Context: an optimization exercise on an open-source flow, tuned for small area. The choices shown serve that exercise and are no tape-out recipe.
In this exercise RTL edits were held to simulation tests only and were not proved equivalent to the original.

== v6 ==
==> flow/design.v <==
module btb_predictor #(
   parameter int unsigned ENTRIES  = 32,
   parameter int unsigned ADDR_W   = 32,
   parameter logic [1:0]  CNT_INIT = 2'b01
) (
   input  logic              i_clk,
   input  logic              i_rst_n,
   input  logic [ADDR_W-1:0] i_pcF,
   output logic              o_pred_taken,
   output logic [ADDR_W-1:0] o_pred_target,
   input  logic              i_upd_vld,
   input  logic [ADDR_W-1:0] i_upd_pc,
   input  logic              i_upd_is_jmp,
   input  logic              i_upd_taken,
   input  logic [ADDR_W-1:0] i_upd_target,
   input  logic              i_upd_mispred,
   input  logic              i_flush_all,
   output logic [31:0]       o_perf_lookups,
   output logic [31:0]       o_perf_hits,
   output logic [31:0]       o_perf_mispred
);
   localparam int unsigned IDX_W = $clog2(ENTRIES);
   localparam int unsigned TAG_W = ADDR_W - IDX_W - 2;
   logic [ENTRIES-1:0]             valid_q;
   logic [ENTRIES-1:0][TAG_W-1:0]  tag_q;
   logic [ENTRIES-1:0][ADDR_W-1:0] target_q;
   logic [ENTRIES-1:0][1:0]        cnt_q;
   logic [IDX_W-1:0]   fetch_idx;
   logic [TAG_W-1:0]   fetch_tag;
   logic [IDX_W-1:0]   upd_idx;
   logic [TAG_W-1:0]   upd_tag;
   logic [ENTRIES-1:0] fsel;
   logic [ENTRIES-1:0] usel;
   assign fetch_idx = i_pcF[IDX_W+1:2];
   assign fetch_tag = i_pcF[ADDR_W-1:IDX_W+2];
   assign upd_idx   = i_upd_pc[IDX_W+1:2];
   assign upd_tag   = i_upd_pc[ADDR_W-1:IDX_W+2];
   always_comb begin
      for (int i = 0; i < ENTRIES; i++) begin
         fsel[i] = (fetch_idx == IDX_W'(i));
         usel[i] = (upd_idx == IDX_W'(i));
      end
   end
   localparam int unsigned FW = 2 + TAG_W + ADDR_W;    
   localparam int unsigned UW = 3 + TAG_W;             
   logic [ENTRIES-1:0][FW-1:0] f_row;
   logic [ENTRIES-1:0][UW-1:0] u_row;
   logic [FW-1:0] f_rd;
   logic [UW-1:0] u_rd;
   always_comb begin
      for (int i = 0; i < ENTRIES; i++) begin
         f_row[i] = {valid_q[i], cnt_q[i][1], tag_q[i], target_q[i]};
         u_row[i] = {valid_q[i], cnt_q[i], tag_q[i]};
      end
   end
   btb_predictor_rd #(.N(ENTRIES), .W(FW)) u_frd (.sel(fsel), .rows(f_row), .y(f_rd));
   btb_predictor_rd #(.N(ENTRIES), .W(UW)) u_urd (.sel(usel), .rows(u_row), .y(u_rd));
   logic              f_valid;
   logic              f_cnt1;
   logic [TAG_W-1:0]  f_tag;
   logic [ADDR_W-1:0] f_target;
   logic              fetch_hit;
   logic              u_valid;
   logic [1:0]        u_cnt;
   logic [TAG_W-1:0]  u_tag;
   logic              upd_hit;
   always_comb begin
      {f_valid, f_cnt1, f_tag, f_target} = f_rd;
      {u_valid, u_cnt, u_tag} = u_rd;
      fetch_hit     = f_valid && (f_tag == fetch_tag);
      o_pred_taken  = fetch_hit && f_cnt1;
      o_pred_target = {ADDR_W{o_pred_taken}} & f_target;
      upd_hit       = u_valid && (u_tag == upd_tag);
   end
   logic       wr_entry;    
   logic       wr_target;   
   logic       alloc;
   logic [1:0] new_cnt;
   always_comb begin
      alloc     = i_upd_vld && !upd_hit && i_upd_taken;
      wr_entry  = i_upd_vld && (upd_hit || i_upd_taken);
      wr_target = i_upd_vld && (i_upd_taken || (upd_hit && i_upd_is_jmp));
      if (i_upd_is_jmp)       new_cnt = 2'b11;
      else if (!upd_hit)      new_cnt = 2'b10;
      else if (i_upd_taken)   new_cnt = (u_cnt == 2'b11) ? 2'b11 : u_cnt + 2'b01;
      else                    new_cnt = (u_cnt == 2'b00) ? 2'b00 : u_cnt - 2'b01;
   end
   always_ff @(posedge i_clk or negedge i_rst_n) begin
      if (!i_rst_n) begin
         valid_q <= '0;
      end else if (i_flush_all) begin
         valid_q <= '0;
      end else if (alloc) begin
         valid_q <= valid_q | usel;
      end
   end
   logic [ENTRIES-1:0][TAG_W+1:0]  e_d;
   logic [ENTRIES-1:0][ADDR_W-1:0] t_d;
   for (genvar i = 0; i < ENTRIES; i++) begin : g_row
      logic we_e, we_t;
      assign we_e = wr_entry & usel[i];
      assign we_t = wr_target & usel[i];
      btb_predictor_hold #(.W(TAG_W+2)) u_he (
         .we(we_e), .we_n(~we_e), .d({upd_tag, new_cnt}), .q({tag_q[i], cnt_q[i]}), .y(e_d[i]));
      btb_predictor_hold #(.W(ADDR_W)) u_ht (
         .we(we_t), .we_n(~we_t), .d(i_upd_target), .q(target_q[i]), .y(t_d[i]));
   end
   always_ff @(posedge i_clk) begin
      for (int i = 0; i < ENTRIES; i++) begin
         {tag_q[i], cnt_q[i]} <= e_d[i];
         target_q[i]          <= t_d[i];
      end
   end
   logic [31:0] perf_lookups_q;
   logic [31:0] perf_hits_q;
   logic [31:0] perf_mispred_q;
   always_ff @(posedge i_clk or negedge i_rst_n) begin
      if (!i_rst_n) begin
         perf_lookups_q <= '0;
         perf_hits_q    <= '0;
         perf_mispred_q <= '0;
      end else begin
         perf_lookups_q <= perf_lookups_q + 32'd1;
         perf_hits_q    <= perf_hits_q + {31'd0, fetch_hit};
         perf_mispred_q <= perf_mispred_q + {31'd0, i_upd_vld & i_upd_mispred};
      end
   end
   assign o_perf_lookups = perf_lookups_q;
   assign o_perf_hits    = perf_hits_q;
   assign o_perf_mispred = perf_mispred_q;
endmodule
module btb_predictor_hold #(
   parameter int unsigned W = 1
) (
   input  logic         we,
   input  logic         we_n,
   input  logic [W-1:0] d,
   input  logic [W-1:0] q,
   output logic [W-1:0] y
);
   for (genvar b = 0; b < W; b++) begin : g_bit
      btb_predictor_hold1 u_h (.we(we), .we_n(we_n), .d(d[b]), .q(q[b]), .y(y[b]));
   end
endmodule
module btb_predictor_hold1 (
   input  logic we,
   input  logic we_n,
   input  logic d,
   input  logic q,
   output logic y
);
   assign y = (we & d) | (we_n & q);
endmodule
module btb_predictor_rd #(
   parameter int unsigned N = 32,
   parameter int unsigned W = 1
) (
   input  logic [N-1:0]        sel,
   input  logic [N-1:0][W-1:0] rows,
   output logic [W-1:0]        y
);
   localparam int unsigned G = N / 3;
   for (genvar b = 0; b < W; b++) begin : g_bit
      logic [G-1:0] t_n;
      logic         tail;
      for (genvar g = 0; g < G; g++) begin : g_grp
         btb_predictor_aoi222 u_aoi (
            .a0(sel[3*g]), .b0(rows[3*g][b]), .a1(sel[3*g+1]), .b1(rows[3*g+1][b]),
            .a2(sel[3*g+2]), .b2(rows[3*g+2][b]), .y(t_n[g]));
      end
      if (N % 3 == 2) begin : g_tail2
         btb_predictor_ao22 u_ao (
            .a0(sel[N-2]), .b0(rows[N-2][b]), .a1(sel[N-1]), .b1(rows[N-1][b]), .y(tail));
      end else if (N % 3 == 1) begin : g_tail1
         assign tail = sel[N-1] & rows[N-1][b];
      end else begin : g_tail0
         assign tail = 1'b0;
      end
      assign y[b] = ~&t_n | tail;
   end
endmodule
module btb_predictor_aoi222 (
   input  logic a0, b0, a1, b1, a2, b2,
   output logic y
);
   assign y = ~((a0 & b0) | (a1 & b1) | (a2 & b2));
endmodule
module btb_predictor_ao22 (
   input  logic a0, b0, a1, b1,
   output logic y
);
   assign y = (a0 & b0) | (a1 & b1);
endmodule
==> flow/config.mk <==
export PLATFORM = sky130hd
export DESIGN_NAME = btb_predictor
export DESIGN_NICKNAME = btb_predictor
export VERILOG_FILES = /design/flow/design.v
export SDC_FILE = /design/flow/constraint.sdc
export NUM_CORES = 4
export LEC_CHECK = 0
export CAP_MARGIN = 20
export CORE_MARGIN = 2
export CORE_UTILIZATION = 50
export CTS_BUF_LIST = sky130_fd_sc_hd__clkbuf_8
export CTS_CLUSTER_DIAMETER = 50
export CTS_CLUSTER_SIZE = 16
export SETUP_SLACK_MARGIN = 0.3
export SLEW_MARGIN = 20
export SYNTH_HIERARCHICAL = 1
export SYNTH_MINIMUM_KEEP_SIZE = 0
==> flow/constraint.sdc <==
create_clock -name core_clock -period 8.0 [get_ports {i_clk}]
set_input_delay 1.6000 -clock core_clock [delete_from_list [all_inputs] [get_ports {i_clk}]]
set_output_delay 1.6000 -clock core_clock [all_outputs]
set_load 0.01 [all_outputs]
standard.sh (not shown) runs the stock make flow with config.mk's settings and CLKGATE_MAP_FILE= SYNTH_SCRIPT=/design/flow/synth_recipe.tcl, a recipe that flattens the netlist after the stock synthesis.
==> flow/flow/run.sh <==
#!/bin/bash
# Standard ORFS layout (standard.sh, unchanged synthesis) with these changes:
#  - input/output port buffers use buf_1 instead of the default pick;
#  - clock tree synthesis with clkbuf_8 only, clusters of up to 16 sinks
#    within 50 um, and no dummy loads.
# Make's output goes to flow_make.log in the work folder; ORFS keeps each
# step's log under orfs/logs/.
set -euo pipefail
CTS="-sink_clustering_enable -repair_clock_nets -dont_use_dummy_load"
CTS="$CTS -buf_list {sky130_fd_sc_hd__clkbuf_8}"
CTS="$CTS -sink_clustering_size 16 -sink_clustering_max_diameter 50"
bash standard.sh finish \
  "BUFFER_PORTS_ARGS=-buffer_cell sky130_fd_sc_hd__buf_1" \
  "CTS_ARGS=$CTS" > flow_make.log 2>&1
test -f out/final.def
Here is what was changed in the inputs of v7 compared with v6.
==> flow/design.v, changed modules only <==
module btb_predictor_hold #(
   parameter int unsigned W = 1
) (
   input  logic         we,
   input  logic         we_n,
   input  logic [W-1:0] d,
   input  logic [W-1:0] q,
   output logic [W-1:0] y
);
   assign y = ({W{we}} & d) | ({W{we_n}} & q);
endmodule
module btb_predictor_rd #(
   parameter int unsigned N = 32,
   parameter int unsigned W = 1
) (
   input  logic [N-1:0]        sel,
   input  logic [N-1:0][W-1:0] rows,
   output logic [W-1:0]        y
);
   localparam int unsigned G = N / 3;
   for (genvar b = 0; b < W; b++) begin : g_bit
      logic [G:0] t_n;
      for (genvar g = 0; g < G; g++) begin : g_grp
         btb_predictor_aoi222 u_aoi (
            .a0(sel[3*g]), .b0(rows[3*g][b]), .a1(sel[3*g+1]), .b1(rows[3*g+1][b]),
            .a2(sel[3*g+2]), .b2(rows[3*g+2][b]), .y(t_n[g]));
      end
      if (N % 3 == 2) begin : g_tail2
         btb_predictor_aoi22 u_aoi (
            .a0(sel[N-2]), .b0(rows[N-2][b]), .a1(sel[N-1]), .b1(rows[N-1][b]), .y(t_n[G]));
      end else if (N % 3 == 1) begin : g_tail1
         assign t_n[G] = ~(sel[N-1] & rows[N-1][b]);
      end else begin : g_tail0
         assign t_n[G] = 1'b1;
      end
      assign y[b] = ~&t_n;
   end
endmodule
module btb_predictor_aoi22 (
   input  logic a0, b0, a1, b1,
   output logic y
);
   assign y = ~((a0 & b0) | (a1 & b1));
endmodule
// module btb_predictor_hold1 removed
// module btb_predictor_ao22 removed
--- outcome ---
v7 has completed all stages; timing, DRC and antenna checks passed. v6 -> v7: final area flat. Going from v6 to v7, mean instance size in the synthesized netlist about even; post-route fraction of the period consumed by the critical path fell 1.5 points. Min layout-stage area growth over the synthesis result across v7 and v6: v7. Minimum setup slack in the final design ended up 0.12 ns higher on v7 than on v6. In the tables for v7 and v6, routed wire length per instance reads higher with v6.

## separate check: timing with driven ports
How much do the figures lean on ideal ports? The routed layouts below were timed once more, with nothing changed but the port constraints.
Step 1 sets driving cells, clkbuf_16 on the clock port and buf_2 on the other inputs (assumed; they add their load-dependent delay and slew).
Step 2 times the ports against the registers' clock, not the clock port: input delays grow and output delays shrink by t, the midpoint of the rising clock arrivals with the driver on.
Slacks: ideal / step 1 / step 2; pairs: ideal / step 1.
| run | t, ns | slack for setup (ns) | worst setup path after step 2 | worst data-port slew with drivers (ns) |
|---|---|---|---|---|
| v6 | 1.006 | 0.164 / -0.006 / -0.006 | input to output | 0.20 |
| v7 | 1.040 | 0.286 / 0.173 / 0.173 | input to output | 0.22 |
With both steps, setup timing fails in v6, where it was met with ideal ports. The setup slack of v6, which loses most, moves by -0.170 ns with the drivers and by -0.170 ns with both steps.
